This is an optimization exercise on Yosys and OpenROAD, whose aim is small area, not a production implementation. Function was checked by simulation only, so behaviour that the tests miss may differ from the original. No activity file was given, so power comes from the tool's default toggle rates.

## flow/design.v (module list and top-level ports; edited modules follow where they fit)
// module dm_nor2: 3 lines
// module dm_and2: 3 lines
// module dm_nand2: 3 lines
// module dm_nand3: 3 lines
// module dm_nand4: 3 lines
// module dm_oa31: 3 lines
// module dm_aoi222: 4 lines
// module data_mem_256x8: 2252 lines
module data_mem_256x8 #(
    parameter int AW = 8,
    parameter int DW = 8
) (
    input  logic          CLK,
    input  logic          reset_i,
    input  logic [AW-1:0] DataAddress,
    input  logic          ReadMem,
    input  logic          WriteMem,
    input  logic [DW-1:0] DataIn,
    output logic [DW-1:0] DataOut
);
  // ...
==> flow/flow/run.sh <==
#!/bin/bash
# The standard layout (standard.sh: the ORFS flow, unchanged synthesis), with three changes:
# clock tree synthesis without dummy loads, on small clock buffers and small sink clusters;
# the port buffers (one per input and output port, as in the standard flow) are buf_1; and
# after global routing, ORFS's power recovery (RECOVER_POWER) downsizes gates off the critical
# paths. All of ORFS's output goes to standard_flow.log here; each step's own log is under
# orfs/logs.
set -euo pipefail
bash standard.sh \
  "CTS_ARGS=-sink_clustering_enable -repair_clock_nets -dont_use_dummy_load -buf_list sky130_fd_sc_hd__clkbuf_4 -sink_clustering_size 10 -sink_clustering_max_diameter 40" \
  "BUFFER_PORTS_ARGS=-buffer_cell sky130_fd_sc_hd__buf_1" \
  RECOVER_POWER=100 \
  finish > standard_flow.log 2>&1
==> flow/standard.sh <==
#!/bin/bash
# synth_recipe.tcl (not shown) runs the flow's synth.tcl, then flattens the netlist and writes it again
# the make line also repeats each setting of config.mk as NAME=value (left out here)
make -C /OpenROAD-flow-scripts/flow DESIGN_CONFIG=/design/flow/config.mk WORK_HOME=/design/flow/orfs CLKGATE_MAP_FILE= SYNTH_SCRIPT=/design/flow/synth_recipe.tcl "${@:-finish}"
==> flow/config.mk <==
export PLATFORM = sky130hd
export DESIGN_NAME = data_mem_256x8
export DESIGN_NICKNAME = data_mem_256x8
export VERILOG_FILES = /design/flow/design.v
export SDC_FILE = /design/flow/constraint.sdc
export NUM_CORES = 4
export LEC_CHECK = 0
export CAP_MARGIN = 10
export CORE_MARGIN = 2
export CORE_UTILIZATION = 80
export CTS_BUF_LIST = sky130_fd_sc_hd__clkbuf_4
export CTS_CLUSTER_DIAMETER = 40
export CTS_CLUSTER_SIZE = 10
export SLEW_MARGIN = 10
export SYNTH_HIERARCHICAL = 1
export SYNTH_MINIMUM_KEEP_SIZE = 0
==> flow/constraint.sdc <==
create_clock -name core_clock -period 10.0 [get_ports {CLK}]
set_input_delay 2.0000 -clock core_clock [delete_from_list [all_inputs] [get_ports {CLK}]]
set_output_delay 2.0000 -clock core_clock [all_outputs]
set_load 0.01 [all_outputs]
==> impl_metrics.ini, run 1 <==
[clocking]
htreeDepth = 4
cts_setup_buffers = 0
cts_buffers = 229

[synth]
muxShareOfSynthArea_pct = 0
syn_avg_cell_area_um2 = 19.6
synth_top_area_cell = edfxtp_1

[power]
internal_power_uw = 10600
top_power_group = sequential cells
share_seq_of_total_power_pct = 71.3

[die]
fp.coreArea_um2 = 90400
num_io_pins = 28

[global_routing]
antenna_found_initial = 17
use_met2_pct = 61.2

[setup_path]
crit_required_ns = 8.00
crit_start = DataAddress[3]
cp-start-kind = input port

[outcome]
so.violations = capacitance limit, slew limit
outcome = failed layout checks

[routing]
post-route-drc-count = 0
wl_met3_mm = 33.8
route.met2.wl_mm = 86.4

[min_path]
hold_path_end = my_memory[226][6]

[layout]
mostFrequentLayoutCell = edfxtp_1
design_area_um2 = 76500
layout-drive-gt1-share_pct = 6.84
largestClassByArea = registers

[place]
place_ws_ns = 1.81
numPortBuffers = 27

[job]
max-cap-violations = 29

[sta]
max_slew_margin_pct = -227
report.final.slew_viol_count = 2106
==> inputs of run 2 (changes only) <==
--- a/flow/design.v
+++ b/flow/design.v
@@ -1,14 +1,11 @@
 module dm_nor2 (input logic a, input logic b, output logic y);
     assign y = ~(a | b);
 endmodule
-module dm_and2 (input logic a, input logic b, output logic y);
-    assign y = a & b;
-endmodule
 module dm_nand2 (input logic a, input logic b, output logic y);
     assign y = ~(a & b);
 endmodule
 module dm_nand3 (input logic a, input logic b, input logic c, output logic y);
     assign y = ~(a & b & c);
 endmodule
 module dm_nand4 (input logic a, input logic b, input logic c, input logic d, output logic y);
     assign y = ~(a & b & c & d);
@@ -33,25 +30,31 @@
     output logic [DW-1:0] DataOut
 );
     logic [7:0] my_memory [0:255];
     logic        wr_en;
     logic [15:0] lo_n;            
     logic [15:0] hi_n;            
     logic [255:0] sel;
     assign wr_en = WriteMem & ~reset_i;
-    always_comb begin
-        for (int j = 0; j < 16; j++) begin
-            lo_n[j] = ~(DataAddress[3:0] == j[3:0]);
-            hi_n[j] = ~(DataAddress[7:4] == j[3:0]);
-        end
+    logic [7:0] a_n;
+    assign a_n = ~DataAddress;
+    for (genvar j = 0; j < 16; j++) begin : g_pre
+        dm_nand4 u_lo (.a(j[0] ? DataAddress[0] : a_n[0]), .b(j[1] ? DataAddress[1] : a_n[1]),
+                       .c(j[2] ? DataAddress[2] : a_n[2]), .d(j[3] ? DataAddress[3] : a_n[3]),
+                       .y(lo_n[j]));
+        dm_nand4 u_hi (.a(j[0] ? DataAddress[4] : a_n[4]), .b(j[1] ? DataAddress[5] : a_n[5]),
+                       .c(j[2] ? DataAddress[6] : a_n[6]), .d(j[3] ? DataAddress[7] : a_n[7]),
+                       .y(hi_n[j]));
     end
     logic [15:0] whi;
+    logic        wr_dis;
+    assign wr_dis = ~wr_en;
     for (genvar j = 0; j < 16; j++) begin : g_whi
-        dm_and2 u_whi (.a(wr_en), .b(~hi_n[j]), .y(whi[j]));
+        dm_nor2 u_whi (.a(wr_dis), .b(hi_n[j]), .y(whi[j]));
     end
     always_ff @(posedge CLK) begin
         for (int j = 0; j < 16; j++) begin
             if (whi[j]) begin
                 my_memory[{j[3:0], DataAddress[3:0]}] <= DataIn;
             end
         end
     end
==> impl_metrics.ini, run 2 <==
[global_routing]
grt_pass1_vias = 41400
antenna_found_initial = 12
grt_max_degree = 187
grt_use_total_pct = 40.4
overflow = 0
grt_pass1_wl_mm = 270

[setup_path]
path_cells = clkbuf_1 > inv_1 > nand4_1 > clkbuf_1 > nor2_1 > a222oi_1 > nand4_1 > nor2_1 > nand4_1 > o31a_1 > buf_1
crit_start = DataAddress[4]
worstPathArrival_ns = 6.86
worstSetupPathType = input port to output pin
slowest_stage = clkbuf_1
worstPathMaxFanout = 17
slowest_delay_ns = 1.09
cp-endpoint = DataOut[1]
critPathCaptureType = output pin
worst_path_most_repeated_cell = nand4_1
cp-start-kind = input port
crit_required_ns = 8.00

[min_path]
hp-class = input port to register

[layout]
final_cell_mix = edfxtp_1 (2048), a222oi_1 (680), nor2_1 (616)
n_fill_cell = 3946
fin_nets = 4006
seq_area_um2 = 61500
layout-drive-gt1-share_pct = 6.73
post-route-util_pct = 84.7
design_area_um2 = 76300
largest_reg_flops = 2048
area_growth_pct = 4.65
mostFrequentLayoutCell = edfxtp_1
multiInputGateArea_um2 = 11100

[routing]
drtAntennaViolNets = 0
vias = 43500
vias_per_cell = 8.41
post-route-drc-count = 0
routedWlPerCell_um = 36.3
dr.pass1.iters = 14
routed_wl_mm = 188
first_iter_violations = 11500

[synth]
synth_most_common_cell = edfxtp_1
synth_top_area_cell = edfxtp_1
yosysTopAreaCellShare_pct = 84.3
ys_warn_count = 7
ys_async_sr_fraction_pct = 0
synth_area_um2 = 72900
syn_avg_cell_area_um2 = 19.7
synth.area.top_cells = edfxtp_1 (84%), a222oi_1 (9.3%), nor2_1 (3.2%)
synth_nets = 3730
synth_flop_cell = edfxtp_1
synth_edf_count = 2048
synth-seq-area-share_pct = 84.3
synthTopCellsByCount = edfxtp_1 (2048), a222oi_1 (680), nor2_1 (616), nand4_1 (216), nand3b_1 (32)
synthCells = 3710
ys_ff_latch = 2048
yosysUniqueCellTypes = 18

[place]
placed_area_um2 = 74900
hpwlAfterDp_mm = 115
place_congestion = 0.950
numPortBuffers = 27
place_ws_ns = 1.76

[sta]
post-route-period-util_pct = 88.6
layout_min_cycle_time_ns = 8.86
max_slew.worst_pin.slew_ns = 5.06
worst_slack_ns = 1.14
report.final.slew_viol_count = 2334
setup_tns_ns = 0
setup_violations = 0
fmaxAchievable_mhz = 113
rsz0062_at_grt = no
finalHoldViolations = 0
max_slew_margin_pct = -237

[clocking]
path_clk_slew_ns = 0.11
ctsResizeCount = 0
clockBufferDepth = 3
cts_tree = done
ctsHoldBuffers = 0
cts.sinks = 2048
htreeDepth = 4
cts_setup_buffers = 0
cts_root_buffer = clkbuf_4
cts_buffers = 227

[die]
fp.coreArea_um2 = 90100
die_w_um = 306
dieArea_um2 = 93600
num_io_pins = 28
die_h_um = 306
rows = 110
initial_core_util_pct = 80.9

[power]
total_power_uw = 13300
peakVddDrop_uv = 150
power.density_nw_per_um2 = 174
p_leak_uw = 0.0224

[outcome]
so.violations = capacitance limit, slew limit
outcome = failed layout checks

[job]
max-cap-violations = 33
run 2: worst min-delay path by stage:
stage / slack [ns] / end / cells after the start / start
finish: 1.64 / my_memory[151][0] / 1 / DataIn[0]
global route: 1.64 / my_memory[151][0] / 1 / DataIn[0]
CTS: 1.16 / my_memory[151][0] / 1 / DataIn[0]
detailed placement: 2.50 / my_memory[149][0] / 1 / DataIn[0]
global placement: 2.47 / my_memory[147][0] / 1 / DataIn[0]
floorplan: 2.10 / my_memory[0][0] / 0 / DataIn[0]
run 2: layout make-up:
class / count / area share [%]
Timing Repair Buffer: 88 / 0.610
Tap cell: 1176 / 1.93
Multi-Input combinational cell: 1613 / 14.6
Antenna cell: 7 / 0.0229
Clock buffer: 227 / 2.23
Inverter: 8 / 0.0393
Sequential cell: 2048 / 80.6
run 2: stage by stage:
| step | hold slack [ns] | instances |
|---|---|---|
| CTS | 1.16 | 5159 |
| global route | 1.64 | 5167 |
| detailed placement | 2.50 | 4932 |
| floorplan | 2.10 | 3710 |
| finish | 1.64 | 5167 |
| global placement | 2.47 | 4930 |
run 2: kinds of logic (layout without fill, tap and decap cells):
kind of cell	Yosys count	count (layout)	share of synthesized area [%]
buffers and inverters	49	323	0.338
AOI/OAI and AO/OA	688	688	9.43
and+or+nand+nor	925	925	5.92
other	0	7	0
DFF	2048	2048	84.3
run 2: worst max-delay path, delay by kind of cell:
kind                   cells  cell delay, ns
and+or+nand+nor            5            1.88
buffers and inverters      4            1.78
AOI/OAI and AO/OA          2            1.15
run 2: modules after synthesis (local to each module, per instance):
module / flip-flops and latches / area, um^2
dm_nor2: 0 / 3.75
dm_aoi222: 0 / 10.0
data_mem_256x8: 2048 / 63300
dm_oa31: 0 / 8.76
dm_nand2: 0 / 3.75
dm_nand4: 0 / 6.26
dm_nand3: 0 / 5.00
run 2: layer usage:
layer / vias up / track usage, % / wire length [um]
met3: 721 / 10.3 / 32300
met5: - / 0 / 68
met1: 20900 / 58.0 / 59200
met2: 4672 / 60.3 / 85600
li1: 17100 / - / -
met4: 10 / 18.9 / 10600
run 2: power breakdown:
group          internal (uW)  total [uW]  switching, uW  leakage [uW]
sequential              9470        9470           2.93        0.0184
clock                   1040        3430           2390       0.00104
combinational           37.6         367            329       0.00295
total                  10500       13300           2720        0.0224

-- what the ideal ports hide --
No port has a modelled driver above. Below, the same layouts with a new extraction and two added sets of constraints. Step 1 (the two cells are an assumption about what drives the block):
set clk [get_ports {CLK}]
set_driving_cell -lib_cell sky130_fd_sc_hd__clkbuf_16 $clk
set_driving_cell -lib_cell sky130_fd_sc_hd__buf_2 [delete_from_list [all_inputs] $clk]
Step 2, shift: input delay + t, output delay - t, t = (earliest + latest rising clock arrival at the registers) / 2. This alone moves slack from input paths to output paths. Three values: no drivers, after step 1, after step 2; two values: the first two.
| run | t, ns | setup slack, ns | worst setup path at the end |
|---|---|---|---|
| run 1 | 1.241 | 0.786 / 0.648 / -0.016 | input to register |
| run 2 | 1.222 | 1.138 / 1.058 / 0.081 | input to register |
The setup slack of run 2, which loses most, moves by -0.080 ns with the drivers and by -1.057 ns with both steps.
